Source: an optimization exercise on an open RTL-to-GDS flow (aim: a short achievable clock period and few clock cycles per item). Production flows keep margins and buffers that such runs may drop. RTL that was checked went through simulation tests only; none was proved equivalent to the original. No functional check of the RTL was part of runs 1 to 4. Power figures rest on the tool's default switching activity, not on a simulated workload.

**flow/run.sh**
```bash
#!/bin/bash
# The standard layout (the standard.sh: standard synthesis, floorplan,
# place, CTS, route, finish) with timing repair asked to keep a larger setup
# margin, so that it keeps optimising below the 10 ns clock. Constraints and
# clock are the design's; only the repair target changes.
set -euo pipefail
bash standard.sh SETUP_SLACK_MARGIN=6.6 finish > standard_flow.log 2>&1
```
**standard.sh**
```bash
#!/bin/bash
# synth_recipe.tcl (not shown) runs the flow's synth.tcl, then flattens the netlist and writes it again
# the make line also repeats each setting of config.mk as NAME=value (left out here)
make -C /OpenROAD-flow-scripts/flow DESIGN_CONFIG=/design/flow/config.mk WORK_HOME=/design/flow/orfs CLKGATE_MAP_FILE= SYNTH_SCRIPT=/design/flow/synth_recipe.tcl "${@:-finish}"
```
**config.mk**
```make
export PLATFORM = sky130hd
export DESIGN_NAME = rv_mini
export DESIGN_NICKNAME = rv_mini
export VERILOG_FILES = /design/flow/design.v
export SDC_FILE = /design/flow/constraint.sdc
export NUM_CORES = 4
export LEC_CHECK = 0
export ABC_CLOCK_PERIOD_IN_PS = 3000
export CAP_MARGIN = 20
export CORE_MARGIN = 2
export CORE_UTILIZATION = 40
export PLACE_DENSITY = 0.6
export SETUP_SLACK_MARGIN = 5
export SLEW_MARGIN = 20
```
**constraint.sdc**
```tcl
create_clock -name core_clock -period 10.0 [get_ports {clk}]
set_input_delay 2.0000 -clock core_clock [delete_from_list [all_inputs] [get_ports {clk}]]
set_output_delay 2.0000 -clock core_clock [all_outputs]
set_load 0.01 [all_outputs]
```
**design.v**
```verilog
`default_nettype none
package rv_mini_pkg;
    typedef logic [31:0] word_t;      
    typedef logic [31:0] addr_t;      
    typedef logic [4:0]  reg_idx_t;   
    typedef logic [3:0]  sel_t;       
    localparam logic [6:0] OP_IMM   = 7'b0010011;
    localparam logic [6:0] OP_REG   = 7'b0110011;
    localparam logic [6:0] OP_LUI   = 7'b0110111;
    localparam logic [6:0] OP_JALR  = 7'b1100111;
    localparam logic [6:0] OP_LOAD  = 7'b0000011;
    localparam logic [6:0] OP_STORE = 7'b0100011;
    localparam logic [31:0] EBREAK_W = 32'h0010_0073;   
    localparam int unsigned IQ_DEPTH = 3;
endpackage
`default_nettype wire
`default_nettype none
module rv_mini_idu (
    input  rv_mini_pkg::word_t    inst,
    output logic                  is_addi,
    output logic                  is_add,
    output logic                  is_lui,
    output logic                  is_jalr,
    output logic                  is_lw,
    output logic                  is_lbu,
    output logic                  is_sw,
    output logic                  is_sb,
    output logic                  is_ebreak,
    output logic                  wen,       
    output logic                  use_rs1,
    output logic                  use_rs2,
    output rv_mini_pkg::reg_idx_t rd,
    output rv_mini_pkg::reg_idx_t rs1,
    output rv_mini_pkg::reg_idx_t rs2,
    output rv_mini_pkg::word_t    imm
);
    logic [6:0] opcode;
    logic [2:0] funct3;
    logic [6:0] funct7;
    assign opcode = inst[6:0];
    assign funct3 = inst[14:12];
    assign funct7 = inst[31:25];
    assign rd     = inst[11:7];
    assign rs1    = inst[19:15];
    assign rs2    = inst[24:20];
    assign is_ebreak = (inst == rv_mini_pkg::EBREAK_W);
    assign is_addi   = (opcode == rv_mini_pkg::OP_IMM)   && (funct3 == 3'b000);
    assign is_add    = (opcode == rv_mini_pkg::OP_REG)   && (funct3 == 3'b000) && (funct7 == 7'b0);
    assign is_lui    = (opcode == rv_mini_pkg::OP_LUI);
    assign is_jalr   = (opcode == rv_mini_pkg::OP_JALR)  && (funct3 == 3'b000);
    assign is_lw     = (opcode == rv_mini_pkg::OP_LOAD)  && (funct3 == 3'b010);
    assign is_lbu    = (opcode == rv_mini_pkg::OP_LOAD)  && (funct3 == 3'b100);
    assign is_sw     = (opcode == rv_mini_pkg::OP_STORE) && (funct3 == 3'b010);
    assign is_sb     = (opcode == rv_mini_pkg::OP_STORE) && (funct3 == 3'b000);
    assign wen     = (is_addi || is_add || is_lui || is_jalr || is_lw || is_lbu) && (rd != 5'd0);
    assign use_rs1 = is_addi || is_add || is_jalr || is_lw || is_lbu || is_sw || is_sb;
    assign use_rs2 = is_add || is_sw || is_sb;
    always_comb begin
        if (is_lui) begin
            imm = {inst[31:12], 12'b0};
        end else if (opcode == rv_mini_pkg::OP_STORE) begin
            imm = {{20{inst[31]}}, inst[31:25], inst[11:7]};
        end else begin
            imm = {{20{inst[31]}}, inst[31:20]};
        end
    end
endmodule
`default_nettype wire
`default_nettype none
module rv_mini_exu (
    input  rv_mini_pkg::word_t opa,       
    input  rv_mini_pkg::word_t addb,      
    input  rv_mini_pkg::word_t ops,       
    input  rv_mini_pkg::word_t link,      
    input  logic               is_jalr,
    input  logic               is_byte,
    input  logic               is_store,
    output rv_mini_pkg::word_t sum,
    output rv_mini_pkg::word_t res,
    output rv_mini_pkg::word_t st_dat,
    output rv_mini_pkg::sel_t  st_sel
);
    assign sum = opa + addb;
    assign res = is_jalr ? link : sum;
    always_comb begin
        st_dat = is_byte ? {4{ops[7:0]}} : ops;
        if (is_store && is_byte) begin
            unique case (sum[1:0])
                2'd0: st_sel = 4'b0001;
                2'd1: st_sel = 4'b0010;
                2'd2: st_sel = 4'b0100;
                default: st_sel = 4'b1000;
            endcase
        end else begin
            st_sel = 4'b1111;
        end
    end
endmodule
`default_nettype wire
`default_nettype none
module rv_mini_wbu (
    input  rv_mini_pkg::word_t dat_r,
    input  logic [1:0]         byte_off,
    input  logic               is_byte,
    output rv_mini_pkg::word_t load_val
);
    logic [7:0] load_byte;
    always_comb begin
        unique case (byte_off)
            2'd0: load_byte = dat_r[7:0];
            2'd1: load_byte = dat_r[15:8];
            2'd2: load_byte = dat_r[23:16];
            default: load_byte = dat_r[31:24];
        endcase
        load_val = is_byte ? {24'b0, load_byte} : dat_r;
    end
endmodule
`default_nettype wire
`default_nettype none
module rv_mini_regfile (
    input  logic                  clk,
    input  logic                  rst_n,
    input  rv_mini_pkg::reg_idx_t raddr1,
    input  rv_mini_pkg::reg_idx_t raddr2,
    output rv_mini_pkg::word_t    rdata1,
    output rv_mini_pkg::word_t    rdata2,
    input  logic                  wen,
    input  rv_mini_pkg::reg_idx_t waddr,
    input  rv_mini_pkg::word_t    wdata
);
    rv_mini_pkg::word_t regs [1:31];   
    always_ff @(posedge clk) begin
        if (!rst_n) begin
            for (int i = 1; i < 32; i++) begin
                regs[i] <= '0;
            end
        end else if (wen && (waddr != '0)) begin
            regs[waddr] <= wdata;
        end
    end
    assign rdata1 = (raddr1 == '0) ? '0 : (wen && (waddr == raddr1)) ? wdata : regs[raddr1];
    assign rdata2 = (raddr2 == '0) ? '0 : (wen && (waddr == raddr2)) ? wdata : regs[raddr2];
endmodule
`default_nettype wire
`default_nettype none
module rv_mini_seq #(
    parameter int unsigned DEPTH = 4
) (
    input  logic                clk,
    input  logic                rst_n,
    input  logic                capture,
    input  logic                push,
    input  rv_mini_pkg::word_t  push_inst,
    input  logic                pop,
    input  logic                flush,
    output logic [DEPTH-1:0]    valid,
    output logic [DEPTH*32-1:0] inst      
);
    logic [DEPTH-1:0]    v_sh;      
    logic [DEPTH-1:0]    slot;      
    logic [DEPTH*32-1:0] inst_sh;   
    assign inst_sh = {32'b0, inst[DEPTH*32-1:32]};
    always_comb begin
        v_sh = pop ? (valid >> 1) : valid;
        slot = ~v_sh & {v_sh[DEPTH-2:0], 1'b1};
    end
    always_ff @(posedge clk) begin
        if (!rst_n || flush) begin
            valid <= '0;
        end else begin
            for (int i = 0; i < DEPTH; i++) begin
                valid[i] <= v_sh[i] || (push && slot[i]);
            end
        end
    end
    always_ff @(posedge clk) begin
        for (int i = 0; i < DEPTH; i++) begin
            if (capture && slot[i]) begin
                inst[32*i +: 32] <= push_inst;
            end else if (pop) begin
                inst[32*i +: 32] <= inst_sh[32*i +: 32];
            end
        end
    end
endmodule
`default_nettype wire
`default_nettype none
module rv_mini_top #(
    parameter rv_mini_pkg::addr_t RESET_PC = 32'h0000_0000
) (
    input  logic        clk,
    input  logic        rst_n,
    output logic [31:0] wb_adr,
    output logic [31:0] wb_dat_w,
    output logic [3:0]  wb_sel,
    output logic        wb_we,
    output logic        wb_cyc,
    output logic        wb_stb,
    input  logic [31:0] wb_dat_r,
    input  logic        wb_ack,
    output logic        retire_valid,
    output logic [31:0] retire_pc,
    output logic [4:0]  retire_rd,
    output logic        retire_reg_wen,
    output logic [31:0] retire_data,
    output logic        halted
);
    localparam int unsigned N = rv_mini_pkg::IQ_DEPTH;
    logic                  b_cyc;
    rv_mini_pkg::addr_t    b_adr;
    rv_mini_pkg::word_t    b_dat;
    rv_mini_pkg::sel_t     b_sel;
    logic                  b_we;
    logic                  b_fetch;    
    logic                  b_disc;     
    logic                  b_load;     
    logic                  b_store;    
    rv_mini_pkg::reg_idx_t b_rd;
    logic                  b_wen;
    logic                  b_lbu;
    logic [1:0]            b_off;
    logic                  q_v;
    rv_mini_pkg::addr_t    q_adr;
    rv_mini_pkg::word_t    q_dat;
    rv_mini_pkg::sel_t     q_sel;
    logic                  q_load;
    logic                  q_store;
    rv_mini_pkg::reg_idx_t q_rd;
    logic                  q_wen;
    logic                  q_lbu;
    logic [1:0]            q_off;
    rv_mini_pkg::addr_t    fpc;
    logic                  e_v;
    logic                  e_add, e_lui, e_jalr, e_lw, e_lbu, e_sw, e_sb, e_ebreak;
    logic                  e_wen;
    logic                  e_use1, e_use2;
    rv_mini_pkg::reg_idx_t e_rd, e_rs1, e_rs2;
    rv_mini_pkg::word_t    e_opa, e_addb, e_ops;
    rv_mini_pkg::addr_t    nrp;
    logic                  w_we;
    rv_mini_pkg::reg_idx_t w_rd;
    rv_mini_pkg::word_t    w_data;
    logic                  ro_valid;
    rv_mini_pkg::addr_t    ro_pc;
    rv_mini_pkg::reg_idx_t ro_rd;
    logic                  ro_wen;
    rv_mini_pkg::word_t    ro_data;
    logic                  halt_q;
    logic ack, free, f_cur, ld_ack;
    assign free   = !(b_fetch || b_load || b_store) || wb_ack;
    assign ack    = (b_fetch || b_load || b_store) && wb_ack;
    assign f_cur  = b_fetch && !b_disc;    
    assign ld_ack = b_load && wb_ack;
    logic q_ld, load_out, mem_out;
    assign q_ld     = q_v && q_load;
    assign load_out = b_load || q_ld;
    assign mem_out  = b_load || b_store || q_v;
    logic               iq_push, iq_pop, iq_flush;
    logic [N-1:0]       iq_v;
    logic [N*32-1:0]    iq_inst;
    rv_mini_seq #(.DEPTH(N)) i_iq (
        .clk       (clk),
        .rst_n     (rst_n),
        .capture   (f_cur),
        .push      (iq_push),
        .push_inst (wb_dat_r),
        .pop       (iq_pop),
        .flush     (iq_flush),
        .valid     (iq_v),
        .inst      (iq_inst)
    );
    logic d_addi, d_add, d_lui, d_jalr, d_lw, d_lbu, d_sw, d_sb, d_ebreak;
    logic d_wen, d_use1, d_use2;
    rv_mini_pkg::reg_idx_t d_rd, d_rs1, d_rs2;
    rv_mini_pkg::word_t d_imm;
    rv_mini_idu i_idu (
        .inst      (iq_inst[31:0]),
        .is_addi   (d_addi),
        .is_add    (d_add),
        .is_lui    (d_lui),
        .is_jalr   (d_jalr),
        .is_lw     (d_lw),
        .is_lbu    (d_lbu),
        .is_sw     (d_sw),
        .is_sb     (d_sb),
        .is_ebreak (d_ebreak),
        .wen       (d_wen),
        .use_rs1   (d_use1),
        .use_rs2   (d_use2),
        .rd        (d_rd),
        .rs1       (d_rs1),
        .rs2       (d_rs2),
        .imm       (d_imm)
    );
    rv_mini_pkg::word_t rf_a, rf_b;
    rv_mini_regfile i_rf (
        .clk    (clk),
        .rst_n  (rst_n),
        .raddr1 (d_rs1),
        .raddr2 (d_rs2),
        .rdata1 (rf_a),
        .rdata2 (rf_b),
        .wen    (w_we),
        .waddr  (w_rd),
        .wdata  (w_data)
    );
    logic stop_fetch;
    always_comb begin
        stop_fetch = halt_q || (e_v && (e_jalr || e_ebreak));
        for (int i = 0; i < N; i++) begin
            if (iq_v[i] && (((iq_inst[32*i +: 7] == rv_mini_pkg::OP_JALR) && (iq_inst[32*i+12 +: 3] == 3'b000)) ||
                            (iq_inst[32*i +: 32] == rv_mini_pkg::EBREAK_W))) begin
                stop_fetch = 1'b1;
            end
        end
    end
    logic e_ld, e_st, e_mem, e_byte;
    assign e_ld   = e_lw || e_lbu;
    assign e_st   = e_sw || e_sb;
    assign e_mem  = e_ld || e_st;
    assign e_byte = e_lbu || e_sb;
    rv_mini_pkg::addr_t link;
    assign link = nrp + 32'd4;    
    rv_mini_pkg::word_t x_sum, x_res, x_dat;
    rv_mini_pkg::sel_t  x_sel;
    rv_mini_exu i_exu (
        .opa      (e_opa),
        .addb     (e_addb),
        .ops      (e_ops),
        .link     (link),
        .is_jalr  (e_jalr),
        .is_byte  (e_byte),
        .is_store (e_st),
        .sum      (x_sum),
        .res      (x_res),
        .st_dat   (x_dat),
        .st_sel   (x_sel)
    );
    logic pend1, pend2, e_rdy, e_go, e_memgo, e_jgo, e_alu;
    assign pend1 = (b_load && b_wen && (b_rd == e_rs1)) || (q_ld && q_wen && (q_rd == e_rs1));
    assign pend2 = (b_load && b_wen && (b_rd == e_rs2)) || (q_ld && q_wen && (q_rd == e_rs2));
    assign e_rdy = !(e_use1 && pend1) && !(e_use2 && pend2);
    always_comb begin
        if (e_ld)          e_go = !q_v;
        else if (e_st)     e_go = !q_v && !load_out;
        else if (e_ebreak) e_go = !mem_out;
        else               e_go = !load_out;
        e_go = e_go && e_v && e_rdy && !halt_q;
    end
    assign e_memgo = e_go && e_mem;
    assign e_jgo   = e_go && e_jalr;
    assign e_alu   = e_go && !e_ld;           
    logic f_space, fetch_ok;
    assign f_space  = f_cur ? !iq_v[N-2] : !iq_v[N-1];
    assign fetch_ok = f_space && !stop_fetch;
    rv_mini_pkg::addr_t b_adr4, nfa, j_tgt;
    assign b_adr4 = b_adr + 32'd4;
    assign nfa    = f_cur ? b_adr4 : fpc;
    assign j_tgt  = {x_sum[31:1], 1'b0};
    always_ff @(posedge clk) begin
        if (!rst_n) begin
            fpc <= RESET_PC;
        end else if (e_jgo) begin
            fpc <= j_tgt;
        end else if (f_cur) begin
            fpc <= b_adr4;
        end
    end
    always_ff @(posedge clk) begin
        if (!rst_n) begin
            b_cyc   <= 1'b1;            
            b_adr   <= RESET_PC;
            b_sel   <= 4'b1111;
            b_we    <= 1'b0;
            b_fetch <= 1'b1;
            b_disc  <= 1'b0;
            b_load  <= 1'b0;
            b_store <= 1'b0;
        end else if (free) begin
            if (q_v) begin
                b_cyc   <= 1'b1;
                b_adr   <= q_adr;
                b_dat   <= q_dat;
                b_sel   <= q_sel;
                b_we    <= q_store;
                b_fetch <= 1'b0;
                b_disc  <= 1'b0;
                b_load  <= q_load;
                b_store <= q_store;
                b_rd    <= q_rd;
                b_wen   <= q_wen;
                b_lbu   <= q_lbu;
                b_off   <= q_off;
            end else if (e_memgo) begin
                b_cyc   <= 1'b1;
                b_adr   <= {x_sum[31:2], 2'b00};
                b_dat   <= x_dat;
                b_sel   <= x_sel;
                b_we    <= e_st;
                b_fetch <= 1'b0;
                b_disc  <= 1'b0;
                b_load  <= e_ld;
                b_store <= e_st;
                b_rd    <= e_rd;
                b_wen   <= e_wen;
                b_lbu   <= e_lbu;
                b_off   <= x_sum[1:0];
            end else if (e_jgo || fetch_ok) begin
                b_cyc   <= 1'b1;
                b_adr   <= e_jgo ? j_tgt : nfa;
                b_sel   <= 4'b1111;
                b_we    <= 1'b0;
                b_fetch <= 1'b1;
                b_disc  <= 1'b0;
                b_load  <= 1'b0;
                b_store <= 1'b0;
            end else begin
                b_cyc   <= 1'b0;
                b_we    <= 1'b0;
                b_fetch <= 1'b0;
                b_disc  <= 1'b0;
                b_load  <= 1'b0;
                b_store <= 1'b0;
            end
        end else if (e_jgo) begin
            b_disc <= b_disc || b_fetch;   
        end
    end
    assign wb_adr   = b_adr;
    assign wb_dat_w = b_dat;
    assign wb_sel   = b_sel;
    assign wb_we    = b_we;
    assign wb_cyc   = b_cyc;
    assign wb_stb   = b_cyc;
    always_ff @(posedge clk) begin
        if (!rst_n) begin
            q_v <= 1'b0;
        end else begin
            q_v <= (q_v || e_memgo) && !free;
        end
        if (e_memgo) begin
            q_adr   <= {x_sum[31:2], 2'b00};
            q_dat   <= x_dat;
            q_sel   <= x_sel;
            q_load  <= e_ld;
            q_store <= e_st;
            q_rd    <= e_rd;
            q_wen   <= e_wen;
            q_lbu   <= e_lbu;
            q_off   <= x_sum[1:0];
        end
    end
    logic d_go;
    assign iq_push  = ack && f_cur && !e_jgo;
    assign iq_flush = e_jgo;
    assign d_go     = iq_v[0] && (!e_v || e_go) && !e_jgo;
    assign iq_pop   = d_go;
    rv_mini_pkg::word_t ld_val;
    rv_mini_wbu i_wbu (
        .dat_r    (wb_dat_r),
        .byte_off (b_off),
        .is_byte  (b_lbu),
        .load_val (ld_val)
    );
    logic fe1, fe2, fl1, fl2, hl1, hl2;
    assign fe1 = e_alu && e_wen && (e_rd == d_rs1);
    assign fe2 = e_alu && e_wen && (e_rd == d_rs2);
    assign fl1 = ld_ack && b_wen && (b_rd == d_rs1);
    assign fl2 = ld_ack && b_wen && (b_rd == d_rs2);
    assign hl1 = ld_ack && b_wen && (b_rd == e_rs1);
    assign hl2 = ld_ack && b_wen && (b_rd == e_rs2);
    rv_mini_pkg::word_t d_a, d_b;
    assign d_a = fe1 ? x_res : fl1 ? ld_val : rf_a;
    assign d_b = fe2 ? x_res : fl2 ? ld_val : rf_b;
    always_ff @(posedge clk) begin
        if (!rst_n) begin
            e_v <= 1'b0;
        end else if (d_go) begin
            e_v <= 1'b1;
        end else if (e_go) begin
            e_v <= 1'b0;
        end
    end
    always_ff @(posedge clk) begin
        if (d_go) begin
            e_add    <= d_add;
            e_lui    <= d_lui;
            e_jalr   <= d_jalr;
            e_lw     <= d_lw;
            e_lbu    <= d_lbu;
            e_sw     <= d_sw;
            e_sb     <= d_sb;
            e_ebreak <= d_ebreak;
            e_wen    <= d_wen;
            e_use1   <= d_use1;
            e_use2   <= d_use2;
            e_rd     <= d_rd;
            e_rs1    <= d_rs1;
            e_rs2    <= d_rs2;
            e_opa    <= d_lui ? 32'd0 : d_a;
            e_addb   <= d_add ? d_b : d_imm;
            e_ops    <= d_b;
        end else begin
            if (hl1 && e_use1)  e_opa  <= ld_val;
            if (hl2 && e_add)   e_addb <= ld_val;
            if (hl2)            e_ops  <= ld_val;
        end
    end
    always_ff @(posedge clk) begin
        if (!rst_n) begin
            w_we     <= 1'b0;
            ro_valid <= 1'b0;
            halt_q   <= 1'b0;
            nrp      <= RESET_PC;
        end else begin
            w_we     <= (ld_ack && b_wen) || (e_alu && e_wen);
            ro_valid <= ld_ack || e_alu;
            if (e_alu && e_ebreak) halt_q <= 1'b1;
            if (ld_ack || e_alu) nrp <= (e_alu && e_jalr) ? j_tgt : link;
        end
        if (b_load) begin
            w_rd   <= b_rd;
            w_data <= ld_val;
        end else if (e_alu) begin
            w_rd   <= e_rd;
            w_data <= x_res;
        end
        ro_pc   <= nrp;
        ro_rd   <= b_load ? b_rd : e_rd;
        ro_wen  <= b_load ? b_wen : e_wen;
        ro_data <= b_load ? ld_val : x_res;
    end
    assign retire_valid   = ro_valid;
    assign retire_pc      = ro_pc;
    assign retire_rd      = ro_rd;
    assign retire_reg_wen = ro_wen;
    assign retire_data    = ro_data;
    assign halted         = halt_q;
endmodule
`default_nettype wire
`default_nettype none
module rv_mini (
    input  logic        clk,
    input  logic        rst_n,
    output logic [31:0] wb_adr,
    output logic [31:0] wb_dat_w,
    output logic [3:0]  wb_sel,
    output logic        wb_we,
    output logic        wb_cyc,
    output logic        wb_stb,
    input  logic [31:0] wb_dat_r,
    input  logic        wb_ack,
    output logic        retire_valid,
    output logic [31:0] retire_pc,
    output logic [4:0]  retire_rd,
    output logic        retire_reg_wen,
    output logic [31:0] retire_data,
    output logic        halted
);
    rv_mini_top #(
        .RESET_PC (32'h0000_0000)
    ) i_rv_mini_top (
        .clk            (clk),
        .rst_n          (rst_n),
        .wb_adr         (wb_adr),
        .wb_dat_w       (wb_dat_w),
        .wb_sel         (wb_sel),
        .wb_we          (wb_we),
        .wb_cyc         (wb_cyc),
        .wb_stb         (wb_stb),
        .wb_dat_r       (wb_dat_r),
        .wb_ack         (wb_ack),
        .retire_valid   (retire_valid),
        .retire_pc      (retire_pc),
        .retire_rd      (retire_rd),
        .retire_reg_wen (retire_reg_wen),
        .retire_data    (retire_data),
        .halted         (halted)
    );
endmodule
`default_nettype wire
```
==> impl_metrics.yaml, run 1 <==
clock_network:
  clkLatencyLatePin_ns: 0.85
  cts_sinks: 1587
  htreeDepth: 4
  tritoncts: "yes"
  cts_buffers: 175
  cts_root_buffer: "clkbuf_16"
  clk_path_buf_depth: 3
  path_clk_slew_ns: 0.06
global_routing:
  grtUsageMet1_pct: 35.9
  grt-ovfl-total: 0
  grt_max_degree: 94
  busiest_layer: "met2"
  grt_usage_pct: 27.9
  antenna_found_initial: 20
  grtUsageMet3_pct: 5.46
  grtUsageMet2_pct: 45.3
  grt_pass1_wl_um: 416000
  first_global_vias: 54500
critical_path:
  worst-path-max-fanout: 5
  worst_setup_path_start_kind: "primary input"
  r2r-end: "i_rv_mini_top.ro_data[31]"
  end_kind: "flop"
  reg2reg_depth: 11
  cp_cell_sequence: "buf_12, nand3_4, or4_4, nor3_4, buf_12, o21bai_4, nor3_4, buf_4, a22oi_1, nand3_1, a32o_2"
  crit_required_ns: 10.59
  r2r_setup_slack_ns: 6.59
  r2r_start: "i_rv_mini_top.e_addb[10]"
  critPathSlowestCell: "or4_4"
  cpPeakStageDelay_ns: 0.44
  cp.arrival_ns: 4.02
  criticalPathCategory: "in2reg"
floorplan:
  design.portCount: 178
  start_util_pct: 40.3
  fp.dieW_um: 456
  rows: 165
  dieArea_um2: 208000
  core_um2: 203000
  dieHeight_um: 456
place:
  gp_congestion: 0.961
  dp_hpwl_um: 183000
  io_buffers: 176
logic_synthesis:
  ys_async_sr_fraction_pct: 0
  ys_ff_latch: 1587
  ys_top_cells_by_area: "edfxtp_1 (51%), mux4_2 (18%), and2_1 (7.9%)"
  synth_compound_area_share_pct: 6.43
  synthCells: 5881
  synth_fa_ha_area_share_pct: 0.529
  synth_ff_type: "edfxtp_1"
  synth_top_family_by_area: "multiplexers"
  synthXorXnorAreaFrac_pct: 1.32
  ys_warn_count: 6
  synth_top_area_share_pct: 51.3
  ys_seq_area_share_pct: 55.9
  syn_area_um2: 81800
  synth.area.mux_share_pct: 19.6
  synth-simple-area-share_pct: 13.3
  syn_area_per_cell_um2: 13.9
  synth_edf_count: 1396
  synth.distinct_cells: 107
  synth.largest_area_cell: "edfxtp_1"
sta:
  setup_viol: 0
  skew_ns: 0.0447
  maxSlewViolCount: 0
  hold_viol: 0
  fmax_mhz: 291
  setup_tns_ns: 0
  min_period_ns: 3.43
  rsz0062_at_grt: "yes"
  worst-slew-pin-transition_ns: 1.15
  fin_crit_sh_pct: 34.3
  slew_headroom_pct: 23.2
route:
  drt_iter0_markers: 7203
  vias_per_cell: 6.16
  drc: 0
  post_drt_wl_per_cell_um: 33.2
  ant_nets: 0
  wl_um: 297000
  first_pass_iters: 9
  vias: 55200
power_and_ir_drop:
  total_power_mw: 19.1
  p_per_area_nw_per_um2: 198
  leakagePower_nw: 34.6
  ir_worst_vdd_uv: 196
final_layout:
  reg.largest.list: "i_rv_mini_top.i_rf.regs (1024), i_rv_mini_top.i_iq.inst (96)"
  largest_reg_flops: 1024
  finalNetCount: 6207
  largest-register: "i_rv_mini_top.i_rf.regs"
  fillers: 17500
  final_common_cell: "edfxtp_1"
  synthToLayoutAreaGrowth_pct: 18.5
  drive_above_1_share_pct: 29.7
  most-common-layout-cells: "edfxtp_1 (1396), and2_1 (1035), mux4_2 (640)"
hold_path:
  min_to: "i_rv_mini_top.ro_pc[31]"
  hp-class: "reg2reg"
  hold_path_depth: 0
  holdCritStartpoint: "i_rv_mini_top.nrp[31]"
outcome:
  status: "no timing/DRC/antenna violations"
flow_run:
  drv_cap: 0
synthesized netlist by cell type, types with 27 or more instances:
| library cell | number |
|---|---|
| and2_1 | 1037 |
| nor2_1 | 205 |
| dfxtp_1 | 191 |
| mux2i_1 | 68 |
| nor2b_1 | 37 |
| nand3_1 | 81 |
| mux4_2 | 640 |
| mux2_2 | 69 |
| inv_1 | 43 |
| a211oi_1 | 37 |
| a31oi_1 | 27 |
| o21ai_0 | 226 |
| nand2_1 | 407 |
| a21oi_1 | 160 |
| nor3_1 | 35 |
| buf_1 | 48 |
| buf_2 | 78 |
| a22oi_1 | 52 |
| ha_1 | 33 |
| clkbuf_1 | 390 |
| edfxtp_1 | 1396 |
| xnor2_1 | 46 |
| xor2_1 | 77 |
| a21o_1 | 59 |
through the flow:
step                      setup slack (ns)  hold WS (ns)  utilization (%)  area [µm²]  cells
final                                 6.57         0.397             47.8       96900   8957
after floorplan                       5.85         0.329                -       82500   5913
after CTS                             6.51         0.392             47.0       95300   8852
after detailed placement              4.63         0.384             42.9       87000   8398
after global routing                  6.49         0.398             47.8       96900   8954
after global placement                4.67         0.388             42.8       86800   8391
per-layer routing:
metal	part of all wire, %	vias up	wire length, µm
li1	-	23000	-
met1	38	28300	112000
met2	48	3155	141000
met3	9.2	737	27200
met4	5.7	6	17000
met5	0.014	-	41
worst max path at each step:
stage | start | end | slack [ns]
finish | wb_ack | i_rv_mini_top.e_opa[18] | 6.57
floorplan | wb_ack | i_rv_mini_top.e_opa[25] | 5.85
CTS | i_rv_mini_top.b_dat[15] | wb_dat_w[15] | 6.51
global placement | wb_ack | i_rv_mini_top.e_addb[21] | 4.67
detailed placement | wb_ack | i_rv_mini_top.e_addb[21] | 4.63
global route | flop | i_rv_mini_top.e_addb[14] | 6.49
logic make-up after synthesis:
| logic type | Yosys count |
|---|---|
| buf+inv | 576 |
| simple gates | 1981 |
| compound gates | 787 |
| mux | 792 |
| flops | 1587 |
| fa+ha+maj | 34 |
| other cells | 1 |
| xor+xnor | 123 |
where the power goes:
group / internal [mW] / leakage [nW] / switching [mW] / total (mW)
logic: 1.88 / 16.1 / 2.56 / 4.44
registers: 7.64 / 15.7 / 0.337 / 7.97
clock network: 3.90 / 2.85 / 2.82 / 6.72
total: 13.4 / 34.6 / 5.72 / 19.1
critical path: cells and delay by family:
family	cells	cell delay (ns)
AOI/OAI and AO/OA	3	0.68
buffers and inverters	3	0.41
and+or+nand+nor	5	0.92
final cells by class:
class	instances	area, µm²	share of cell area [%]
Antenna cell	3	7.51	0.00775
Clock buffer	214	4680	4.83
Clock inverter	107	1170	1.21
Inverter	45	211	0.218
Multi-Input combinational cell	3762	35800	36.9
Sequential cell	1587	45900	47.4
Tap cell	2672	3340	3.45
Timing Repair Buffer	565	5790	5.97
Timing Repair inverter	2	17.5	0.0181
what timing repair did:
action / CTS / global route
gates resized for setup: 991 / 133
pin swaps: 48 / 39
endpoints found under the setup margin: 2658 / 1394
cloned: 23 / 9
hold buffers: 0 / 0
setup buffers: 110 / 82
==> run 2, diff against run 1 <==
--- a/design.v
+++ b/design.v
@@ -352,7 +352,11 @@
     assign e_alu   = e_go && !e_ld;           
     logic f_space, fetch_ok;
     assign f_space  = f_cur ? !iq_v[N-2] : !iq_v[N-1];
-    assign fetch_ok = f_space && !stop_fetch;
+    logic ack_stop;
+    assign ack_stop = f_cur && wb_ack &&
+                      (((wb_dat_r[6:0] == rv_mini_pkg::OP_JALR) && (wb_dat_r[14:12] == 3'b000)) ||
+                       (wb_dat_r[6:0] == 7'b1110011));
+    assign fetch_ok = f_space && !stop_fetch && !ack_stop;
     rv_mini_pkg::addr_t b_adr4, nfa, j_tgt;
     assign b_adr4 = b_adr + 32'd4;
     assign nfa    = f_cur ? b_adr4 : fpc;
==> run 2 against run 1 <==
  * Utilization is 0.70 points lower
  * Power is 0.68% lower
  * Die area hardly changed
  * Design area is 0.87% lower
  * Via count is 3.5% higher
  * Largest cell class unchanged
  * Highest routed layer unchanged
==> impl_metrics.yaml, run 2 <==
floorplan:
  design.portCount: 178
  dieArea_um2: 208000
  fp.dieW_um: 456
  start_util_pct: 40.1
  dieHeight_um: 456
  rows: 166
  core_um2: 204000
logic_synthesis:
  ys_top_cells_by_area: "edfxtp_1 (51%), mux4_2 (18%), and2_1 (8.0%)"
  synthTopCellsByCount: "edfxtp_1 (1396), and2_1 (1046), mux4_2 (637)"
  synth.distinct_cells: 86
  syn_area_um2: 81800
  ys_warn_count: 6
  ys_async_sr_fraction_pct: 0
  synth_ff_type: "edfxtp_1"
  synth_top_area_share_pct: 51.2
  ys_seq_area_share_pct: 55.9
  synth_edf_count: 1396
  synth.largest_area_cell: "edfxtp_1"
  yosysMostFrequentCell: "edfxtp_1"
  synthCells: 5944
  ys_ff_latch: 1587
  syn_area_per_cell_um2: 13.8
global_routing:
  antenna_found_initial: 35
  first_global_vias: 55300
  grt_usage_pct: 30.2
  grt-ovfl-total: 0
  grt_max_degree: 72
  grt_pass1_wl_um: 442000
final_layout:
  stdcell_count: 9025
  largest_reg_flops: 1024
  most-common-layout-cells: "edfxtp_1 (1396), and2_1 (1045), mux4_2 (637)"
  drive_above_1_share_pct: 29.1
  seq_area_um2: 45900
  fillers: 17700
  finalNetCount: 6247
  multi_input_comb_area_um2: 35500
  final_common_cell: "edfxtp_1"
  synthToLayoutAreaGrowth_pct: 17.4
  reg.largest.list: "i_rv_mini_top.i_rf.regs (1024), i_rv_mini_top.i_iq.inst (96)"
  fin_area_um2: 96100
  largest-register: "i_rv_mini_top.i_rf.regs"
route:
  drt_iter0_markers: 8242
  ant_nets: 0
  drc: 0
  vias_per_cell: 6.33
  wl_um: 324000
  first_pass_iters: 8
  post_drt_wl_per_cell_um: 35.9
  vias: 57200
clock_network:
  htreeDepth: 4
  tritoncts: "yes"
  clk_path_buf_depth: 3
  hold_buffers: 0
  path_clk_slew_ns: 0.06
  cts_buffers: 173
  cts_sinks: 1587
  cts_root_buffer: "clkbuf_16"
  clkLatencyLatePin_ns: 0.86
sta:
  fmax_mhz: 284
  hold_viol: 0
  min_period_ns: 3.52
  setup_viol: 0
  maxSlewViolCount: 0
  slew_headroom_pct: 23.4
  skew_ns: 0.0443
  finalWorstSetupSlack_ns: 6.48
  worst-slew-pin-transition_ns: 1.14
  setup_tns_ns: 0
  rsz0062_at_grt: "yes"
  fin_crit_sh_pct: 35.2
place:
  pre_cts_ws_ns: 4.39
  place_inst: 8496
  placedInstanceArea_um2: 87200
  gp_congestion: 0.978
  io_buffers: 176
  dp_hpwl_um: 199000
critical_path:
  critPathSlowestCell: "o31ai_2"
  worst-path-max-fanout: 5
  cpPeakStageDelay_ns: 0.74
  criticalPathCategory: "reg2reg"
  worst_setup_path_start_kind: "flop"
  cp_cell_sequence: "ha_2, a21oi_4, o21ai_0, a32o_1, or2_2, o21a_1, o31ai_2, mux2_2"
  end_kind: "flop"
  crit_required_ns: 10.66
  r2r_setup_slack_ns: 6.48
  cp.arrival_ns: 4.18
power_and_ir_drop:
  total_power_mw: 19.0
  ir_worst_vdd_uv: 145
  leakagePower_nw: 34.4
  p_per_area_nw_per_um2: 198
hold_path:
  hp-class: "reg2reg"
flow_run:
  drv_cap: 0
outcome:
  status: "no timing/DRC/antenna violations"
[run 2: changes by cell type in the layout (fill, tap and decap cells not counted), sizes merged, moves of 26 or more]
cell	previous run	this run
mux2i	68	42
nor2	214	166
nand2	409	493
a222oi	10	39
mux2	84	110
clkbuf	222	249
a22oi	52	12
[run 2: logic make-up (layout without fill, tap and decap cells)]
kind of cell	after synthesis	count (layout)	share of synthesized area (%)
mux	789	789	19.6
xor+xnor	130	130	1.39
simple gates	2078	2078	13.8
flops	1587	1587	55.9
compound gates	748	752	5.99
other cells	1	48	0.00458
buf+inv	577	919	2.85
fa+ha+maj	34	34	0.529
[run 2: critical path, delay by kind of cell (launching register included)]
family | cells | cell delay (ns)
muxes | 1 | 0.47
and+or+nand+nor | 1 | 0.37
AOI/OAI and AO/OA | 5 | 1.64
DFF | 1 | 0.48
adders and majority gates | 1 | 0.37
[run 2: area by class of cell]
type / count / area share, %
diodes: 15 / 0.0391
repair buffers: 560 / 5.67
repair inverters: 2 / 0.0182
clock inverters: 93 / 0.908
well taps: 2688 / 3.50
inverters: 38 / 0.176
multi-input cells: 3816 / 37.0
flip-flops and latches: 1587 / 47.8
clock buffers: 226 / 4.93
[run 2: worst paths after layout]
check	from	endpoint	cells after the start
worst min-delay path	i_rv_mini_top.nrp[19]	i_rv_mini_top.ro_pc[19]	0
worst max-delay path	i_rv_mini_top.e_opa[8]	i_rv_mini_top.w_data[19]	8
worst min register to register	i_rv_mini_top.nrp[19]	i_rv_mini_top.ro_pc[19]	0
worst max register to register	i_rv_mini_top.e_opa[8]	i_rv_mini_top.w_data[19]	8
[run 2: through the flow]
step / utilization, % / hold WS (ns)
final: 47.1 / 0.404
after global routing: 47.1 / 0.425
after CTS: 46.3 / 0.396
after detailed placement: 42.8 / 0.382
after global placement: 42.7 / 0.390
after floorplan: - / 0.329
[run 2: repair_timing]
action                                  in CTS  in global routing
endpoints found under the setup margin    1579                653
gates cloned                                16                 20
hold endpoints to repair                     0                  0
gates resized for setup                    883                164
pin swaps                                   34                 52
setup buffers                               96                 63
[run 2: report_power, final]
part	total (mW)	switching, mW	internal (mW)
registers	8.00	0.373	7.63
logic	4.54	2.76	1.79
clock network	6.46	2.78	3.68
total	19.0	5.91	13.1
[run 2: per-layer routing]
layer / track usage, % / part of all wire [%] / vias up
li1: - / - / 23100
met1: 37.1 / 35 / 29200
met2: 46.4 / 45 / 3823
met3: 8.15 / 11 / 1032
met4: 21.2 / 8.3 / 16
met5: 0 / 0.034 / -
==> run 3, diff against run 2 <==
--- a/design.v
+++ b/design.v
@@ -239,7 +239,8 @@
     rv_mini_pkg::addr_t    nrp;
     logic                  w_we;
     rv_mini_pkg::reg_idx_t w_rd;
-    rv_mini_pkg::word_t    w_data;
+    logic                  w_isld, w_isj;
+    rv_mini_pkg::word_t    w_ld, w_alu, w_link, w_data;
     logic                  ro_valid;
     rv_mini_pkg::addr_t    ro_pc;
     rv_mini_pkg::reg_idx_t ro_rd;
@@ -361,6 +362,8 @@
     assign b_adr4 = b_adr + 32'd4;
     assign nfa    = f_cur ? b_adr4 : fpc;
     assign j_tgt  = {x_sum[31:1], 1'b0};
+    rv_mini_pkg::addr_t x_adr;
+    assign x_adr = {x_sum[31:2], x_sum[1] && e_jalr, 1'b0};
     always_ff @(posedge clk) begin
         if (!rst_n) begin
             fpc <= RESET_PC;
@@ -374,6 +377,7 @@
         if (!rst_n) begin
             b_cyc   <= 1'b1;            
             b_adr   <= RESET_PC;
+            b_dat   <= '0;
             b_sel   <= 4'b1111;
             b_we    <= 1'b0;
             b_fetch <= 1'b1;
@@ -397,7 +401,7 @@
                 b_off   <= q_off;
             end else if (e_memgo) begin
                 b_cyc   <= 1'b1;
-                b_adr   <= {x_sum[31:2], 2'b00};
+                b_adr   <= x_adr;
                 b_dat   <= x_dat;
                 b_sel   <= x_sel;
                 b_we    <= e_st;
@@ -411,7 +415,7 @@
                 b_off   <= x_sum[1:0];
             end else if (e_jgo || fetch_ok) begin
                 b_cyc   <= 1'b1;
-                b_adr   <= e_jgo ? j_tgt : nfa;
+                b_adr   <= e_jgo ? x_adr : nfa;
                 b_sel   <= 4'b1111;
                 b_we    <= 1'b0;
                 b_fetch <= 1'b1;
@@ -473,9 +477,24 @@
     assign fl2 = ld_ack && b_wen && (b_rd == d_rs2);
     assign hl1 = ld_ack && b_wen && (b_rd == e_rs1);
     assign hl2 = ld_ack && b_wen && (b_rd == e_rs2);
-    rv_mini_pkg::word_t d_a, d_b;
-    assign d_a = fe1 ? x_res : fl1 ? ld_val : rf_a;
-    assign d_b = fe2 ? x_res : fl2 ? ld_val : rf_b;
+    rv_mini_pkg::word_t d_a, d_b, n_opa, n_addb, n_ops;
+    logic               s_opa, s_addb, s_ops;
+    assign d_a = (fe1 && e_jalr) ? link : fl1 ? ld_val : rf_a;
+    assign d_b = (fe2 && e_jalr) ? link : fl2 ? ld_val : rf_b;
+    always_comb begin
+        if (d_go) begin
+            n_opa  = d_lui ? 32'd0 : d_a;
+            n_addb = d_add ? d_b : d_imm;
+            n_ops  = d_b;
+        end else begin
+            n_opa  = (hl1 && e_use1) ? ld_val : e_opa;
+            n_addb = (hl2 && e_add) ? ld_val : e_addb;
+            n_ops  = hl2 ? ld_val : e_ops;
+        end
+    end
+    assign s_opa  = d_go && !d_lui && fe1 && !e_jalr;
+    assign s_addb = d_go && d_add && fe2 && !e_jalr;
+    assign s_ops  = d_go && fe2 && !e_jalr;
     always_ff @(posedge clk) begin
         if (!rst_n) begin
             e_v <= 1'b0;
@@ -501,14 +520,10 @@
             e_rd     <= d_rd;
             e_rs1    <= d_rs1;
             e_rs2    <= d_rs2;
-            e_opa    <= d_lui ? 32'd0 : d_a;
-            e_addb   <= d_add ? d_b : d_imm;
-            e_ops    <= d_b;
-        end else begin
-            if (hl1 && e_use1)  e_opa  <= ld_val;
-            if (hl2 && e_add)   e_addb <= ld_val;
-            if (hl2)            e_ops  <= ld_val;
         end
+        e_opa  <= s_opa  ? x_sum : n_opa;
+        e_addb <= s_addb ? x_sum : n_addb;
+        e_ops  <= s_ops  ? x_sum : n_ops;
     end
     always_ff @(posedge clk) begin
         if (!rst_n) begin
@@ -522,18 +537,18 @@
             if (e_alu && e_ebreak) halt_q <= 1'b1;
             if (ld_ack || e_alu) nrp <= (e_alu && e_jalr) ? j_tgt : link;
         end
-        if (b_load) begin
-            w_rd   <= b_rd;
-            w_data <= ld_val;
-        end else if (e_alu) begin
-            w_rd   <= e_rd;
-            w_data <= x_res;
-        end
+        w_rd   <= b_load ? b_rd : e_rd;
+        w_isld <= b_load;
+        w_isj  <= e_jalr;
+        w_ld   <= ld_val;
+        w_alu  <= x_sum;
+        w_link <= link;
         ro_pc   <= nrp;
         ro_rd   <= b_load ? b_rd : e_rd;
         ro_wen  <= b_load ? b_wen : e_wen;
-        ro_data <= b_load ? ld_val : x_res;
+        ro_data <= (b_load || e_jalr) ? (b_load ? ld_val : link) : x_sum;
     end
+    assign w_data = w_isld ? w_ld : w_isj ? w_link : w_alu;
     assign retire_valid   = ro_valid;
     assign retire_pc      = ro_pc;
     assign retire_rd      = ro_rd;
==> run 3 against run 2 <==
  * Register-to-register slack better by 0.08 ns
  * Setup slack better by 0.026 ns
  * Final cell count up 2.7%
  * Area after synthesis down 0.50%
  * Utilization up 0.22 points
  * Global-route usage down 1.7 points
  * Clock-buffer cell count down 1
  * Maximum frequency up 0.75%
  * Critical path type is now in2reg
  * Critical endpoint is now i_rv_mini_top.i_rf.regs[9][21]
==> impl_metrics.yaml, run 3 <==
clock_network:
  clkLatencyLatePin_ns: 0.85
  hold_buffers: 0
  cts_root_buffer: "clkbuf_16"
  tritoncts: "yes"
  path_clk_slew_ns: 0.06
  cts_sinks: 1646
  htreeDepth: 4
  clk_path_buf_depth: 3
  cts_buffers: 181
logic_synthesis:
  ys_seq_area_share_pct: 56.8
  synthCells: 6306
  syn_area_um2: 81400
  synth_top_area_share_pct: 48.9
  synthTopCellsByCount: "edfxtp_1 (1327), nor2_1 (1247), mux4_2 (639)"
  synth_ff_type: "edfxtp_1"
  synth.distinct_cells: 89
  synth_edf_count: 1327
  ys_ff_latch: 1646
  synth.largest_area_cell: "edfxtp_1"
  ys_async_sr_fraction_pct: 0
  ys_top_cells_by_area: "edfxtp_1 (49%), mux4_2 (18%), dfxtp_1 (7.8%)"
  ys_warn_count: 6
  syn_area_per_cell_um2: 12.9
  yosysMostFrequentCell: "edfxtp_1"
sta:
  fmax_mhz: 286
  fin_crit_sh_pct: 34.9
  maxSlewViolCount: 0
  setup_tns_ns: 0
  finalWorstSetupSlack_ns: 6.51
  skew_ns: 0.0267
  slew_headroom_pct: 31.5
  rsz0062_at_grt: "yes"
  worst-slew-pin-transition_ns: 1.02
  min_period_ns: 3.49
  hold_viol: 0
  setup_viol: 0
final_layout:
  finalNetCount: 6512
  fillers: 17700
  multi_input_comb_area_um2: 34500
  synthToLayoutAreaGrowth_pct: 17.6
  final_common_cell: "edfxtp_1"
  most-common-layout-cells: "edfxtp_1 (1327), nor2_1 (1236), mux4_2 (639)"
  reg.largest.list: "i_rv_mini_top.i_rf.regs (1024), i_rv_mini_top.i_iq.inst (96)"
  seq_area_um2: 46400
  largest_reg_flops: 1024
  largest-register: "i_rv_mini_top.i_rf.regs"
  drive_above_1_share_pct: 27.6
floorplan:
  dieHeight_um: 455
  dieArea_um2: 207000
  fp.dieW_um: 455
  rows: 165
  design.portCount: 178
  start_util_pct: 40.2
  core_um2: 202000
power_and_ir_drop:
  ir_worst_vdd_uv: 210
  p_per_area_nw_per_um2: 212
  leakagePower_nw: 34.5
  total_power_mw: 20.3
route:
  drt_iter0_markers: 8074
  first_pass_iters: 6
  wl_um: 302000
  post_drt_wl_per_cell_um: 32.6
  vias_per_cell: 6.25
  vias: 57900
  ant_nets: 0
  drc: 0
critical_path:
  r2r-end: "i_rv_mini_top.e_opa[28]"
  cp_cell_sequence: "buf_4, buf_6, buf_12, nand2_2, buf_6"
  worst_setup_path_start_kind: "primary input"
  criticalPathCategory: "in2reg"
  end_kind: "flop"
  crit_required_ns: 10.57
  cp.arrival_ns: 4.07
  worst-path-max-fanout: 37
  cpPeakStageDelay_ns: 0.47
  r2r_setup_slack_ns: 6.56
  cp_common_cell: "buf_6"
  critPathSlowestCell: "nand2_2"
  reg2reg_depth: 10
place:
  gp_congestion: 0.976
  io_buffers: 176
  dp_hpwl_um: 182000
  pre_cts_ws_ns: 4.91
global_routing:
  grt-ovfl-total: 0
  grt_max_degree: 81
  first_global_vias: 56500
  grt_pass1_wl_um: 421000
  grt_usage_pct: 28.5
  antenna_found_initial: 11
hold_path:
  min_to: "i_rv_mini_top.w_link[1]"
  hp-class: "reg2reg"
  holdCritStartpoint: "i_rv_mini_top.nrp[1]"
  hold_path_depth: 0
flow_run:
  drv_cap: 0
outcome:
  status: "no timing/DRC/antenna violations"
[run 3: cells by family (layout without fill, tap and decap cells)]
kind of cell    Yosys count  count (layout)  synth area share (%)
other cells               1              35               0.00461
compound gates          856             861                  6.61
simple gates           2108            2110                  10.9
mux                     851             851                  20.5
buf+inv                 690             942                  3.32
xor+xnor                120             120                  1.29
fa+ha+maj                34              34                 0.532
flops                  1646            1646                  56.8
[run 3: worst max path at each step]
stage                                           to  cells after the start             startpoint
floorplan           i_rv_mini_top.i_rf.regs[10][0]                      5                  rst_n
global placement       i_rv_mini_top.i_iq.inst[55]                      9  i_rv_mini_top.b_rd[3]
detailed placement          i_rv_mini_top.e_opa[0]                      9                 wb_ack
CTS                                         wb_cyc                      1    i_rv_mini_top.b_cyc
global route                i_rv_mini_top.e_opa[5]                     10                   flop
finish              i_rv_mini_top.i_rf.regs[9][21]                      5                  rst_n
[run 3: what timing repair did]
item	in CTS	in global routing
buffers inserted	74	36
cloned	15	23
gates resized for setup	874	125
endpoints found under the setup margin	1682	777
pin swaps	16	30
[run 3: worst max-delay path, delay by kind of cell]
family | cells | cell delay [ns]
buffers and inverters | 4 | 1.29
and+or+nand+nor | 1 | 0.47
[run 3: where the power goes]
group          total, mW  switching [mW]  internal [mW]
Sequential          8.25           0.355           7.89
Combinational       4.94            3.00           1.94
Clock               7.12            2.97           4.15
Total               20.3            6.33           14.0
[run 3: area by class of cell]
type                       count  area share (%)
inverter                     130           0.536
clock buffer                 225            5.20
clock inverter               112            1.37
timing repair buffer         473            4.83
antenna                        2         0.00523
sequential                  1646            48.5
timing repair inverter         2          0.0144
multi-input combinational   4009            36.0
tap                         2672            3.49
[run 3: per-stage QoR]
step | hold slack (ns) | utilization [%] | area (µm²) | std cells
after floorplan | 0.329 | - | 82500 | 6338
after global placement | 0.357 | 42.8 | 86600 | 8781
after detailed placement | 0.367 | 42.8 | 86700 | 8784
after CTS | 0.367 | 46.7 | 94500 | 9210
after global routing | 0.383 | 47.3 | 95700 | 9269
final | 0.368 | 47.3 | 95700 | 9271
[run 3: layer usage]
| layer | vias to the layer above | share of wire [%] | GRT usage, % |
|---|---|---|---|
| li1 | 24000 | - | - |
| met1 | 29600 | 36 | 36.7 |
| met2 | 3676 | 47 | 45.9 |
| met3 | 675 | 11 | 6.63 |
| met4 | 10 | 5.1 | 12.9 |
| met5 | - | 0.023 | 0 |
==> run 4, diff against run 3 <==
--- a/config.mk
+++ b/config.mk
@@ -8,7 +8,7 @@
 export ABC_CLOCK_PERIOD_IN_PS = 3000
 export CAP_MARGIN = 20
 export CORE_MARGIN = 2
-export CORE_UTILIZATION = 40
-export PLACE_DENSITY = 0.6
+export CORE_UTILIZATION = 60
+export PLACE_DENSITY = 0.72
 export SETUP_SLACK_MARGIN = 5
 export SLEW_MARGIN = 20
==> run 4 against run 3 <==
  * Still clean
  * Non-clock buffer count rose by 11
  * Clock-buffer cell count up 1
  * Flip-flop and latch count stayed put
  * Critical path depth increased by 7
  * Utilization rose by 22 points
  * Global-route usage grew 13 points
  * First-iteration DRC count increased by 19%
  * Clock power shrank 8.7%
  * Highest routed layer unchanged
==> impl_metrics.yaml, run 4 <==
place:
  gp_congestion: 0.982
  io_buffers: 176
  dp_hpwl_um: 172000
  placedInstanceArea_um2: 85400
critical_path:
  crit_required_ns: 10.56
  end_kind: "flop"
  cp_cell_sequence: "or4_4, o21ai_4, buf_4, nand2_4, o31ai_4, nand3_4, clkinv_8, mux2i_4, nand3_4, buf_12, buf_12, mux2_4"
  worst_setup_path_start_kind: "flop"
  cp.arrival_ns: 4.01
  criticalPathCategory: "reg2reg"
  reg2reg_depth: 12
  critical-path-top-delay-family: "simple AND/OR/NAND/NOR gates"
  cp_num_buf_inv: 4
  worst-path-max-fanout: 11
  cpPeakStageDelay_ns: 0.57
  critPathSlowestCell: "or4_4"
  r2r_start: "i_rv_mini_top.e_sw"
  r2r-end: "i_rv_mini_top.i_iq.inst[62]"
  r2r_setup_slack_ns: 6.55
sta:
  slew_headroom_pct: 20.5
  fin_crit_sh_pct: 34.5
  setup_tns_ns: 0
  holdWs_ns: 0.359
  setup_viol: 0
  rsz0062_at_grt: "yes"
  min_period_ns: 3.45
  maxSlewViolCount: 0
  hold_viol: 0
  skew_ns: 0.0272
  fmax_mhz: 290
  worst-slew-pin-transition_ns: 1.18
clock_network:
  hold_buffers: 0
  tritoncts: "yes"
  cts_root_buffer: "clkbuf_16"
  cts_buffers: 170
  path_clk_slew_ns: 0.06
  clk_path_buf_depth: 3
  clkLatencyLatePin_ns: 0.83
  cts_sinks: 1646
  htreeDepth: 4
route:
  first_pass_iters: 8
  drc: 0
  drt_iter0_markers: 9646
  post_drt_wl_per_cell_um: 34.7
  vias_per_cell: 7.15
  ant_nets: 0
  vias: 59800
  wl_um: 291000
global_routing:
  antenna_found_initial: 12
  grt_max_degree: 80
  grt_usage_pct: 41.3
  grt_pass1_wl_um: 406000
  first_global_vias: 57900
  grt-ovfl-total: 0
floorplan:
  fp.dieW_um: 372
  dieHeight_um: 372
  dieArea_um2: 139000
  start_util_pct: 60.3
  design.portCount: 178
  core_um2: 135000
  rows: 135
hold_path:
  min_to: "i_rv_mini_top.w_link[1]"
  hp-class: "reg2reg"
  holdCritStartpoint: "i_rv_mini_top.nrp[1]"
  hold_path_depth: 0
logic_synthesis:
  yosysMostFrequentCell: "edfxtp_1"
  synth_ff_type: "edfxtp_1"
  syn_area_per_cell_um2: 12.9
  ys_top_cells_by_area: "edfxtp_1 (49%), mux4_2 (18%), dfxtp_1 (7.8%)"
  ys_ff_latch: 1646
  synth.distinct_cells: 89
  synthTopCellsByCount: "edfxtp_1 (1327), nor2_1 (1247), mux4_2 (639)"
  ys_seq_area_share_pct: 56.8
  synth.largest_area_cell: "edfxtp_1"
  synth_edf_count: 1327
  ys_async_sr_fraction_pct: 0
  syn_area_um2: 81400
  synthCells: 6306
  ys_warn_count: 6
  synth_top_area_share_pct: 48.9
final_layout:
  largest-register: "i_rv_mini_top.i_rf.regs"
  synthToLayoutAreaGrowth_pct: 15.8
  reg.largest.list: "i_rv_mini_top.i_rf.regs (1024), i_rv_mini_top.i_iq.inst (96)"
  final_common_cell: "edfxtp_1"
  drive_above_1_share_pct: 26.8
  finalNetCount: 6512
  final_core_util_pct: 69.8
  largest_reg_flops: 1024
  most-common-layout-cells: "edfxtp_1 (1327), nor2_1 (1235), mux4_2 (639)"
  fin_area_um2: 94300
flow_run:
  drv_cap: 0
power_and_ir_drop:
  ir_worst_vdd_uv: 192
  leakagePower_nw: 34.2
  p_per_area_nw_per_um2: 208
  total_power_mw: 19.6
outcome:
  status: "no timing/DRC/antenna violations"
==> run 4: report_power, final <==
part	leakage, nW	internal (mW)	switching, mW	total (mW)
registers	16.1	7.89	0.345	8.24
logic	15.3	1.96	2.95	4.90
clock network	2.74	3.71	2.79	6.50
total	34.2	13.6	6.09	19.6
==> run 4: cells by family after synthesis <==
family / share of synthesized area (%)
AO/OA/AOI/OAI: 6.61
multiplexers: 20.5
XOR/XNOR: 1.29
other: 0.00461
buffers and inverters: 3.32
AND/OR/NAND/NOR: 10.9
flip-flops: 56.8
adder cells (fa/ha/maj): 0.532
==> run 4: final cells by class <==
type / count / area (µm²)
inverter: 130 / 507
timing repair inverter: 1 / 8.76
fill: 9153 / 40800
antenna: 3 / 7.51
tap: 1781 / 2230
multi-input combinational: 4010 / 34600
sequential: 1646 / 46400
clock buffer: 226 / 4700
clock inverter: 84 / 907
timing repair buffer: 484 / 4930
==> run 4: worst max path at each step <==
stage,slack [ns],start,to,depth (start not counted)
6_report,6.55,i_rv_mini_top.e_sw,i_rv_mini_top.i_iq.inst[62],12
3_5_place_dp,4.53,i_rv_mini_top.b_load,i_rv_mini_top.i_iq.inst[57],9
5_1_grt,6.47,i_rv_mini_top.e_sw,i_rv_mini_top.i_iq.inst[62],12
3_3_place_gp,3.90,i_rv_mini_top.b_load,i_rv_mini_top.i_iq.inst[55],9
4_1_cts,6.58,rst_n,i_rv_mini_top.i_rf.regs[5][14],5
2_1_floorplan,6.28,rst_n,i_rv_mini_top.i_rf.regs[10][0],5
==> run 4: what timing repair did <==
action                     4_1_cts  5_1_grt
gates cloned                    16       22
setup endpoints to repair     1832     1004
resized for setup              778      146
buffers inserted                72       59
pin swaps                       15       23
==> run 4: through the flow <==
stage	setup slack, ns	std cells
5_1_grt	6.47	8362
4_1_cts	6.58	8281
3_5_place_dp	4.53	7883
6_report	6.55	8365
2_1_floorplan	6.28	6338
3_3_place_gp	3.90	7882
==> run 4: layer usage <==
metal,GRT usage [%],share of wire [%],up-vias
met4,27.0,7.7,16
met1,52.4,33,29600
li1,-,-,23900
met5,0,0.037,-
met3,11.3,14,1139
met2,63.1,46,5132
==> run 5, diff against run 4 <==
--- a/design.v
+++ b/design.v
@@ -294,9 +294,11 @@
         .imm       (d_imm)
     );
     rv_mini_pkg::word_t rf_a, rf_b;
+    logic rf_rst_n;
+    always_ff @(posedge clk) rf_rst_n <= rst_n;
     rv_mini_regfile i_rf (
         .clk    (clk),
-        .rst_n  (rst_n),
+        .rst_n  (rf_rst_n),
         .raddr1 (d_rs1),
         .raddr2 (d_rs2),
         .rdata1 (rf_a),
--- a/flow/run.sh
+++ b/flow/run.sh
@@ -4,4 +4,4 @@
 # margin, so that it keeps optimising below the 10 ns clock. Constraints and
 # clock are the design's; only the repair target changes.
 set -euo pipefail
-bash standard.sh SETUP_SLACK_MARGIN=6.6 finish > standard_flow.log 2>&1
+bash standard.sh SETUP_SLACK_MARGIN=7.2 finish > standard_flow.log 2>&1
--- a/config.mk
+++ b/config.mk
@@ -8,7 +8,7 @@
 export ABC_CLOCK_PERIOD_IN_PS = 3000
 export CAP_MARGIN = 20
 export CORE_MARGIN = 2
-export CORE_UTILIZATION = 60
-export PLACE_DENSITY = 0.72
+export CORE_UTILIZATION = 40
+export PLACE_DENSITY = 0.6
 export SETUP_SLACK_MARGIN = 5
 export SLEW_MARGIN = 20
==> run 5 against run 4 <==
  * Final cell count is 17% higher
  * Setup slack lost 0.20 ns
  * Routed wire length increased by 18%
  * Design area increased by 12%
  * Utilization down 17 points
  * Largest power group unchanged
  * First-iteration DRC count up 1.3%
  * Largest cell class unchanged
  * Global-route usage shrank 8.9 points
  * Critical path type unchanged
  * Clock power is 3.8% higher
  * Die area increased by 48%
  * Sequential power increased by 0.6%
  * Critical path depth fell by 3
==> impl_metrics.yaml, run 5 <==
route:
  ant_nets: 0
  vias: 63200
  post_drt_wl_per_cell_um: 35.1
  first_pass_iters: 13
  drc: 0
  wl_met3_um: 45600
  highest_layer: "met5"
  drt_iter0_markers: 9771
  wl_um: 343000
  vias_per_cell: 6.47
  met2_wirelength_um: 154000
  drt-met1-wl_um: 114000
sta:
  rsz0062_at_grt: "yes"
  setup_viol: 0
  finalWorstSetupSlack_ns: 6.35
  skew_ns: 0.0515
  fmax_mhz: 274
  fin_crit_sh_pct: 36.5
  worst-slew-pin-transition_ns: 1.29
  min_period_ns: 3.65
  maxSlewViolCount: 0
  setup_tns_ns: 0
  slew_headroom_pct: 13.7
  hold_viol: 0
power_and_ir_drop:
  power_frac_seq_pct: 39.3
  p_comb_share_pct: 28.8
  p_per_area_nw_per_um2: 199
  p_clk_share_pct: 32.0
  ir_worst_vdd_uv: 183
  swShare_pct: 32.6
  p_switching_mw: 6.89
  leakagePower_nw: 38.4
  p_int_mw: 14.2
floorplan:
  fp.dieW_um: 453
  start_util_pct: 40.3
  dieHeight_um: 453
  dieArea_um2: 205000
  rows: 164
  design.portCount: 178
  core_um2: 200000
logic_synthesis:
  synthXorXnorAreaFrac_pct: 1.37
  ys_seq_area_share_pct: 57.3
  synth.distinct_cells: 83
  syn_area_per_cell_um2: 12.9
  ys_top_cells_by_area: "edfxtp_1 (49%), mux4_2 (18%), dfxtp_1 (7.9%)"
  synth.largest_area_cell: "edfxtp_1"
  synthCells: 6254
  synth-simple-area-share_pct: 10.9
  synthTopCellsByCount: "edfxtp_1 (1327), nor2_1 (1275), mux4_2 (639)"
  synth.area.mux_share_pct: 20.2
  syn_area_um2: 80700
  synth_fa_ha_area_share_pct: 0.536
  synth_edf_count: 1327
  synth_ff_type: "edfxtp_1"
  ys_warn_count: 6
  yosysMostFrequentCell: "edfxtp_1"
  synth_top_area_share_pct: 49.3
  ys_async_sr_fraction_pct: 0
  synth_compound_area_share_pct: 6.54
  synth_top_family_by_area: "multiplexers"
  ys_ff_latch: 1647
critical_path:
  worst-path-max-fanout: 37
  end_kind: "flop"
  criticalPathCategory: "reg2reg"
  worst_setup_path_start_kind: "flop"
  cp.arrival_ns: 4.25
  crit_required_ns: 10.60
hold_path:
  hp-class: "reg2reg"
global_routing:
  grt_pass1_wl_um: 470000
  grt-ovfl-total: 0
  antenna_found_initial: 15
  grt_max_degree: 72
  first_global_vias: 61300
  grt_usage_pct: 32.4
flow_run:
  drv_cap: 0
clock_network:
  clk_path_buf_depth: 3
  tritoncts: "yes"
  hold_buffers: 0
  cts_sinks: 1647
  path_clk_slew_ns: 0.06
  cts_root_buffer: "clkbuf_16"
  htreeDepth: 4
  clkLatencyLatePin_ns: 0.86
  cts_buffers: 181
final_layout:
  fillers: 16200
  most-common-layout-cells: "edfxtp_1 (1327), nor2_1 (1208), mux4_2 (639)"
  finalNetCount: 7014
  largest-register: "i_rv_mini_top.i_rf.regs"
  final_common_cell: "edfxtp_1"
  synthToLayoutAreaGrowth_pct: 31.3
  largest_reg_flops: 1024
  drive_above_1_share_pct: 40.6
  reg.largest.list: "i_rv_mini_top.i_rf.regs (1024), i_rv_mini_top.i_iq.inst (96)"
place:
  gp_congestion: 0.999
  dp_hpwl_um: 187000
  pre_cts_ws_ns: 4.45
  io_buffers: 176
outcome:
  status: "no timing/DRC/antenna violations"
-- run 5: cell count changes after synthesis, sizes merged, moves of 17 or more --
cell    change
a21oi      +54
o21ai      -37
a22oi      +20
nor2       +29
nand3      -17
clkbuf     +50
nand2      -25
mux2       -25
o21a       -22
a211oi     +19
a221oi     -22
o211ai     -35
buf        -63
-- run 5: layer usage --
metal	global-route usage, %	vias up
li1	-	24900
met1	38.8	31800
met2	50.3	5013
met3	10.6	1452
met4	20.7	14
met5	0.0466	-
-- run 5: what timing repair did --
action,4_1_cts,5_1_grt
setup endpoints to repair,1739,1532
setup buffers,391,125
pin swaps,225,216
cloned,127,11
resized for setup,1969,521
-- run 5: path summary, 6_finish.rpt --
path / startpoint / slack (ns) / end / depth (start not counted)
setup / recovery: flop / 6.35 / i_rv_mini_top.e_opa[10] / 9
hold / removal: i_rv_mini_top.nrp[23] / 0.37 / i_rv_mini_top.ro_pc[23] / 0
setup reg to reg: flop / 6.35 / i_rv_mini_top.e_opa[10] / 9
hold reg to reg: i_rv_mini_top.nrp[23] / 0.37 / i_rv_mini_top.ro_pc[23] / 0
-- run 5: worst max-delay path, stage by stage, from the launching register on --
cell,delay (ns)
dfxtp_4,0.70
buf_6,0.47
mux4_2,0.38
mux4_2,0.61
mux2i_1,0.18
nor2_1,0.05
a21oi_1,0.65
o22ai_4,0.14
nor2_1,0.14
a21oi_1,0.05
-- run 5: cells by family after synthesis --
group | count (synthesis)
multiplexers | 822
flip-flops | 1647
other | 1
XOR/XNOR | 126
adder cells (fa/ha/maj) | 34
AND/OR/NAND/NOR | 2099
buffers and inverters | 673
AO/OA/AOI/OAI | 852
-- run 5: stage by stage --
step	cells	power [mW]	utilization [%]	hold WS, ns	area (µm²)
after floorplan	6286	10.8	-	0.329	81600
after global placement	8762	12.6	43.0	0.367	86100
after detailed placement	8763	12.6	43.0	0.369	86100
after CTS	9619	20.4	51.3	0.373	103000
after global routing	9758	21.5	53.0	0.372	106000
final	9760	21.1	53.0	0.371	106000
-- run 5: area by class of cell --
type | count | area (µm²) | area share [%]
tap | 2656 | 3320 | 3.13
clock inverter | 98 | 911 | 0.859
inverter | 126 | 533 | 0.503
clock buffer | 240 | 4920 | 4.64
timing repair buffer | 976 | 12200 | 11.5
sequential | 1647 | 46600 | 43.9
timing repair inverter | 15 | 240 | 0.227
antenna | 4 | 10.0 | 0.00944
multi-input combinational | 3998 | 37300 | 35.2
-- run 5: power groups by stage --
stage,logic [mW],registers [mW],clock network [mW]
floorplan,2.54,8.22,0
global placement,4.13,8.42,0
detailed placement,4.16,8.43,0
CTS,5.42,8.27,6.76
global route,6.18,8.32,7.03
finish,6.08,8.29,6.75
Testbench counts of run 5, summed over its fixed seeds: cycles 59,858, insts 21,500.

-- static timing again, ports no longer ideal --
No port has a modelled driver above. Below, the same layouts with a new extraction and two added sets of constraints. Step 1 assumes that a clkbuf_16 drives the clock port and a buf_2 every other input. Step 2 moves the port delays by t, midway between the first and last clock arrival at a register: inputs arrive t later, outputs are due t later. That takes back most of the time a late clock gives input paths. Slacks: ideal / step 1 / step 2; pairs: ideal / step 1.
run | t (ns) | setup slack, ns | worst hold slack (ns) | latest minus earliest clock arrival (ns) | worst register clock-pin slew, ns
run 1 | 0.911 | 6.569 / 6.521 / 5.652 | 0.397 / 0.397 / 0.397 | 0.046 / 0.046 | 0.07 / 0.07
run 2 | 0.929 | 6.479 / 6.479 / 5.615 | 0.404 / 0.404 / 0.404 | 0.046 / 0.045 | 0.07 / 0.07
run 3 | 0.924 | 6.505 / 6.518 / 5.629 | 0.368 / 0.368 / 0.368 | 0.030 / 0.030 | 0.07 / 0.07
run 4 | 0.893 | 6.549 / 6.546 / 5.720 | 0.359 / 0.359 / 0.359 | 0.034 / 0.035 | 0.07 / 0.07
run 5 | 0.916 | 6.347 / 6.347 / 5.535 | 0.371 / 0.371 / 0.371 | 0.052 / 0.052 | 0.07 / 0.07
After both steps setup and hold are still met in every run listed. The setup slack of run 1, which loses most, moves by -0.048 ns with the drivers and by -0.917 ns with both steps.
